What follows belongs to an exercise in optimizing a design on an open flow for small area, a short achievable clock period and few clock cycles; a production flow would make more cautious choices. Power and IR drop assume default switching activity.

== run 1 ==
## ex_stage
module ex_stage
#(
  parameter int WIDTH      = ex_pkg::WIDTH_DEFAULT,
  parameter int MULDIV_LAT = 4
) (
  input  logic             clk,
  input  logic             rst,
  input  logic             flush,
  input  logic             in_valid,
  output logic             in_ready,
  input  logic [4:0]       in_op,
  input  logic [4:0]       in_shamt,
  input  logic [4:0]       in_rd,
  input  logic [4:0]       in_rs_a,
  input  logic [4:0]       in_rs_b,
  input  logic [WIDTH-1:0] in_a,
  input  logic [WIDTH-1:0] in_b,
  input  logic             in_wen,
  output logic             out_valid,
  input  logic             out_ready,
  output logic [WIDTH-1:0] out_result,
  output logic [4:0]       out_rd,
  output logic             out_wen,
  output logic             out_zf,
  output logic             out_of,
  output logic             out_illegal
);
Size: about 140 I/O pins.
clock: 95.0 ns
lec_check: 0
abc_area: 1
cap_margin: 20
core_margin: 2
core_utilization: 40
slew_margin: 20
standard.sh (not shown) runs the stock make flow with config.mk's settings and CLKGATE_MAP_FILE= SYNTH_SCRIPT=/design/flow/synth_recipe.tcl, a recipe that flattens the netlist after the stock synthesis.
==> flow/flow/run.sh <==
#!/bin/bash
# Layout: the standard ORFS flow (standard.sh) with two changes:
#  - technology mapping uses an area-oriented ABC script (flow/abc.script)
#    in place of ORFS's abc_speed/abc_area scripts; everything else in
#    synthesis is ORFS's and the standard flow's own script, so the registers are the
#    standard synthesis's;
#  - ports are buffered with buf_2 cells.
# Each step's full output goes to a log file of its own in this folder.
set -euo pipefail
here=$(pwd)
rm -rf "$here/orfs_scripts"
cp -r "$FLOW_HOME/scripts" "$here/orfs_scripts"
cp "$here/flow/abc.script" "$here/orfs_scripts/abc_speed.script"
cp "$here/flow/abc.script" "$here/orfs_scripts/abc_area.script"
export SCRIPTS_DIR="$here/orfs_scripts"
export BUFFER_PORTS_ARGS="-buffer_cell sky130_fd_sc_hd__buf_2"
bash standard.sh synth > "$here/synth.log" 2>&1
bash standard.sh > "$here/layout.log" 2>&1
==> flow/flow/abc.script <==
strash
&get -n
&st
&deepsyn -T 30
&dch
&nf
&put
buffer -c
topo
stime -c
upsize -c
dnsize -c
Input changes introduced in run 2 (baseline for comparison: run 1):
--- a/flow/design.v
+++ b/flow/design.v
@@ -219,94 +219,98 @@
   end
   logic [31:0] dr_n, dq_n;
   always_comb begin
     dr_n = cout ? sum : xa_q;
     dq_n = {(md_start ? {31{bzero}} : r2_q[30:0]), cout};
   end
   logic [31:0] xres, mdres;
   logic        xres_of;
   always_comb begin
     if (x_div) begin
       mdres = x_hi ? dr_n : dq_n;
-    end else begin
+    end else if (align_q) begin
       mdres = sh_y;
+    end else begin
+      mdres = mlo_n;
     end
     xres    = 32'd0;
     xres_of = 1'b0;
     if (x_md) xres = mdres;
     else if (x_shift) xres = sh_y;
     else if (x_addsub) begin
       xres    = sum;
       xres_of = ovf;
     end else if (x_logic) begin
       case (xop_q[1:0])
         2'b00:   xres = xa_q & xb_q;
         2'b01:   xres = xa_q | xb_q;
         2'b10:   xres = xa_q ^ xb_q;
         default: xres = ~(xa_q | xb_q);
       endcase
     end else if (x_slt) xres = {31'd0, slt};
   end
-  logic md_next_al;
+  logic md_next_al, mul_direct;
   always_comb begin
     md_next_al = 1'b0;
+    mul_direct = x_mul & ~x_hi & (mamt_q == 3'd0);
     if (md_start) begin
       md_fin     = x_div & (bzero | dneg);
       md_next_al = x_mul & (mdig == 4'd1);
     end else if (align_q) begin
       md_fin = 1'b1;
     end else begin
-      md_fin     = (cnt_q == 5'd1) & x_div;
-      md_next_al = (cnt_q == 5'd1) & x_mul;
+      md_fin     = (cnt_q == 5'd1) & (x_div | mul_direct);
+      md_next_al = (cnt_q == 5'd1) & x_mul & ~mul_direct;
     end
     xfire = xvalid_q & (x_md ? ((md_start | mdrun_q) & md_fin) : ~rvalid_q);
   end
   logic x_byp, o_byp, in_imsh;
   logic ma_x, ma_o, mb_x, mb_o;
   logic [31:0] cap_a, cap_b;
   always_comb begin
     in_imsh = (in_op[4:2] == 3'b000);
     x_byp = xvalid_q & xwen_q & ~x_ill & (xrd_q != 5'd0);
     o_byp = ovalid_q & owen_q & (ord_q != 5'd0);
     ma_x  = x_byp & (in_rs_a == xrd_q);
     ma_o  = o_byp & (in_rs_a == ord_q);
     mb_x  = x_byp & (in_rs_b == xrd_q);
     mb_o  = o_byp & (in_rs_b == ord_q);
     cap_a = ma_x ? xres : (ma_o ? ores_q : in_a);
     if (in_imsh) cap_a[4:0] = in_shamt;
     cap_b = mb_x ? xres : (mb_o ? ores_q : in_b);
   end
-  logic        acc, held, mdrun_n, align_n, rvalid_n, ovalid_n, iready_n;
+  logic        acc, held, mdrun_n, align_n, rvalid_n, ovalid_n, iready_n, mul_direct_n;
   logic [4:0]  cnt_n;
   logic [31:0] o_val;
   always_comb begin
     acc  = iready_q & in_valid;
     held = xvalid_q & ~xfire;            
     mdrun_n = mdrun_q;
     align_n = 1'b0;
     cnt_n   = cnt_q;
     if (md_start) begin
       mdrun_n = ~md_fin;
       align_n = md_next_al;
       cnt_n   = x_div ? 5'(sdiff[4:0] + 5'd1) : 5'(mdig - 4'd1);
     end else if (mdrun_q) begin
       mdrun_n = ~md_fin;
       align_n = md_next_al;
       cnt_n   = cnt_q - 5'd1;
     end
+    mul_direct_n = x_mul & ~x_hi & ((md_start ? 3'(NM - int'(mdig)) : mamt_q) == 3'd0);
     rvalid_n = ~ofree & (rvalid_q | xfire);
     ovalid_n = ~ofree | rvalid_q | xfire;
     if (acc)
       iready_n = (in_op[4:2] != 3'b100) & ~rvalid_n;
     else if (held)
-      iready_n = x_md ? (align_n | (mdrun_n & (cnt_n == 5'd1) & x_div))
+      iready_n = x_md ? (align_n | (mdrun_n & (cnt_n == 5'd1) & (x_div | mul_direct_n)))
                       : ~rvalid_n;
     else
       iready_n = ~rvalid_n;
     o_val = rvalid_q ? r2_q : xres;
     if (flush | rst) begin
       mdrun_n  = 1'b0;
       align_n  = 1'b0;
       rvalid_n = 1'b0;
       ovalid_n = 1'b0;
       iready_n = 1'b1;
     end
Notes after the runs:
Run 2 and run 1 ended up with nearly the same initial core utilization.
In the tables for run 2 and run 1, worst setup slack reads lower with run 2.
Sequential standard cell area, run 2 vs run 1: down slightly
Run 2 vs. run 1: sum of met3 wire segment lengths after detailed routing rose 930 µm, number of global-route vias before repair went up 427, design area grew by 86 µm², switching part of the total power went down 2.3 points, placed wire-length estimate -about 1%.
Run 1 -> run 2: pin count of the biggest net entering global routing decreased by more than 10%
The portion of total power attributed to combinational logic in run 2 was lower than what run 1 gave.
Diff run 1 -> run 2 | number of non-clock buffers in the layout | increase of about 0.5%
Looking at aggregate global-route resource usage across run 2 and run 1, the one that comes out lower is run 2.
Between run 2 and run 1, the difference in relative area change from synthesis to final layout is negligible.
As of run 2, number of cells after detailed placement had risen slightly compared to run 1.
Function was not checked in any run of this note: the RTL went through the layout flow alone.

==> static timing again, ports no longer ideal <==
How much do the figures lean on ideal ports? The routed layouts below were timed once more, with nothing changed but the port constraints. Step 1 assumes that a clkbuf_16 drives the clock port and a buf_2 every other input. Step 2 times the ports against the registers' clock, not the clock port: input delays grow and output delays shrink by t, the midpoint of the rising clock arrivals with the driver on. a / b / c = ideal / step 1 / step 2; a / b = the first two.
run	t, ns	slack for setup (ns)	hold slack, ns
run 1	0.562	74.195 / 74.224 / 73.662	0.553 / 0.553 / 0.553
run 2	0.571	73.706 / 73.742 / 73.170	0.482 / 0.482 / 0.482
After both steps every run listed still meets setup and hold. For run 2, which loses most, drivers alone change the setup slack by +0.036 ns; drivers and shift together by -0.536 ns.
